This design comes from an exercise in tuning for small area, a short achievable clock period and few clock cycles per item on the open sky130 flow, not from production work.
The RTL was checked by simulation tests, not by an equivalence proof against the original design.

==> 01-07 <==
## ka_seq_mult
module ka_seq_mult #(
  parameter int N = 131
) (
  input  logic           clk,
  input  logic           rst_n,
  input  logic           in_valid,
  output logic           in_ready,
  input  logic [N-1:0]   a,
  input  logic [N-1:0]   b,
  output logic           out_valid,
  input  logic           out_ready,
  output logic [2*N-2:0] y,
  output logic           busy
);
Settings: LEC_CHECK=0, CAP_MARGIN=20, CORE_MARGIN=2, CORE_UTILIZATION=50, PLACE_DENSITY=0.6, SETUP_SLACK_MARGIN=4.5, SLEW_MARGIN=20, TNS_END_PERCENT=100; clock period 8.0 ns.
run.sh (not shown) runs the stock make flow with config.mk's settings and CLKGATE_MAP_FILE= SYNTH_SCRIPT=/design/flow/synth_recipe.tcl, a recipe that flattens the netlist after the stock synthesis.
==> 12-27 (differences from 01-07) <==
--- a/flow/design.v
+++ b/flow/design.v
@@ -14,20 +14,28 @@
 );
   logic [261:0] p0;
   logic [687:0] p1;
   logic [260:0] p2;
   logic [2:0] v;   
   wire adv = !(v[2] && !out_ready);
   assign out_valid = v[2];
-  wire [2*N-1:0] ab = {b, a};
-  assign in_ready = adv;
-  assign busy = |v;
+  logic skid_v;
+  logic [2*N-1:0] skid;
+  wire [2*N-1:0] ab = skid_v ? skid : {b, a};
+  wire ab_v = skid_v || in_valid;
+  assign in_ready = !skid_v;
+  assign busy = skid_v || (|v);
+  always_ff @(posedge clk or negedge rst_n) begin
+    if (!rst_n) skid_v <= 1'b0;
+    else skid_v <= !adv && ab_v;
+  end
+  always_ff @(posedge clk) if (!skid_v) skid <= {b, a};
   always_ff @(posedge clk or negedge rst_n) begin
     if (!rst_n) v <= '0;
-    else if (adv) v <= {v[1:0], in_valid};
+    else if (adv) v <= {v[1:0], ab_v};
   end
   always_ff @(posedge clk) begin
     if (adv) begin
       p0 <= d0;
       p1 <= d1;
       p2 <= d2;
     end
SETUP_SLACK_MARGIN = default   (was 4.5)
TNS_END_PERCENT = default   (was 100)
==> 07-01 (differences from 01-07) <==
==> flow/flow/run.sh (new file) <==
#!/bin/bash
# The standard layout (the standard.sh: ORFS synthesis through finish, unchanged), except
# that the port buffers ORFS inserts before global placement are buf_4 cells instead of the
# default pick (a clkdlybuf4s50_1 delay cell). Every input and output port still gets its own
# buffer. make's full output goes to flow_make.log in this folder; ORFS's per-step logs are
# under orfs/logs/.
set -euo pipefail
export BUFFER_PORTS_ARGS="-buffer_cell sky130_fd_sc_hd__buf_4"
bash standard.sh > flow_make.log 2>&1
==> flow/standard.sh (new file) <==
#!/bin/bash
# synth_recipe.tcl (not shown) runs the flow's synth.tcl, then flattens the netlist and writes it again
# the make line also repeats each setting of config.mk as NAME=value (left out here)
make -C /OpenROAD-flow-scripts/flow DESIGN_CONFIG=/design/flow/config.mk WORK_HOME=/design/flow/orfs CLKGATE_MAP_FILE= SYNTH_SCRIPT=/design/flow/synth_recipe.tcl "${@:-finish}"
removed: flow/run.sh
==> summary.txt <==
- Between 12-27 and 01-07, the lower area after synthesis is in 01-07 (gap about 6%, measured against 01-07).
- The lowest final cell count belongs to 01-07, the highest to 12-27.
- Against 07-01, the critical path depth of 01-07 is higher by 1.
- Worst hold slack: 12-27 is worse than 07-01 (0.0088 ns).
- In 07-01 the sequential share of layout area is lower than in 12-27, by 2.5 points.
- The lowest via count belongs to 01-07, the highest to 12-27.
- Core utilization: 01-07 > 07-01 > 12-27.
- In 12-27 the setup slack is lower than in 01-07, by 0.71 ns.
- Routed wire length: 01-07 < 07-01 < 12-27.
- 07-01 produced a clean layout. 01-07 went through all stages and came out clean. 12-27 produced a clean layout.
==> figures <==
Outcome: 07-01 complete, no violations; 12-27 complete, no violations; 01-07 complete, no violations
Fin Clk Skew: 07-01 0.0760 ns; 12-27 0.0694 ns; 01-07 0.0874 ns
Height of the die: 07-01 522 µm; 12-27 538 µm; 01-07 522 µm
Minimum hold slack: 07-01 0.480 ns; 12-27 0.471 ns; 01-07 0.482 ns
Met2 Usage GRT: 07-01 64.3%; 12-27 61.6%; 01-07 64.4%
Min Tclk post-route: 07-01 3.80 ns; 12-27 4.49 ns; 01-07 3.77 ns
Horizontal extent of the die: 07-01 522 µm; 12-27 538 µm; 01-07 522 µm
Met1 track demand over resource: 07-01 60.2%; 12-27 58.2%; 01-07 59.4%
Post-CTS Setup Repair Bufs: 07-01 136; 12-27 0; 01-07 101
Summed area of non-filler cells in the final layout: 07-01 158000 µm²; 12-27 163000 µm²; 01-07 158000 µm²
Via count: 07-01 117000; 12-27 120000; 01-07 115000
Post-synthesis cell area: 07-01 134000 µm²; 12-27 142000 µm²; 01-07 134000 µm²
Sequential standard cell area: 07-01 36400 µm²; 12-27 41700 µm²; 01-07 36400 µm²
Fraction of the mapped netlist area in simple logic gates: 07-01 16.4%; 12-27 15.4%; 01-07 16.4%
Placed cell areas: 07-01 147000 µm²; 12-27 157000 µm²; 01-07 148000 µm²
Clock-pin slew reported for the worst setup and hold paths after clock tree synthesis: 07-01 0.07 ns; 12-27 0.06 ns; 01-07 0.06 ns
Fraction of final layout cells with drive strength greater than 1: 07-01 14.0%; 12-27 10.1%; 01-07 10.5%
Setup slack after placement: 07-01 3.79 ns; 12-27 3.57 ns; 01-07 2.87 ns
Synthesized flop and latch total: 07-01 1214; 12-27 1477; 01-07 1214
Detailed Route Iter0 Violations: 07-01 19400; 12-27 18600; 01-07 19000
Number of stages on the worst setup path: 07-01 5; 12-27 7; 01-07 6
Testbench counts of 01-07, summed over its fixed seeds: cycles 984, items 960.
Testbench counts of 12-27, summed over its fixed seeds: cycles 984, items 960.
Testbench counts of 07-01, summed over its fixed seeds: cycles 984, items 960.

-- separate check: timing with driven ports --
How much do the figures lean on ideal ports? The routed layouts below were timed once more, with nothing changed but the port constraints. Step 1 assumes that a clkbuf_16 drives the clock port and a buf_2 every other input. Step 2, shift: input delay + t, output delay - t, t = (earliest + latest rising clock arrival at the registers) / 2. This alone moves slack from input paths to output paths. Three values: ideal, step 1, step 2; two values: the first two.
run | shift t [ns] | slack for setup (ns) | worst register clock-pin slew, ns | pins driven straight from the clock port
01-07 | 0.994 | 4.229 / 4.218 / 3.582 | 0.08 / 0.08 | 1
12-27 | 0.996 | 3.515 / 3.515 / 3.515 | 0.08 / 0.08 | 1
07-01 | 1.001 | 4.201 / 4.201 / 3.652 | 0.07 / 0.07 | 1
After both steps every run listed still meets setup and hold. The setup slack of 01-07, which loses most, moves by -0.011 ns with the drivers and by -0.647 ns with both steps.
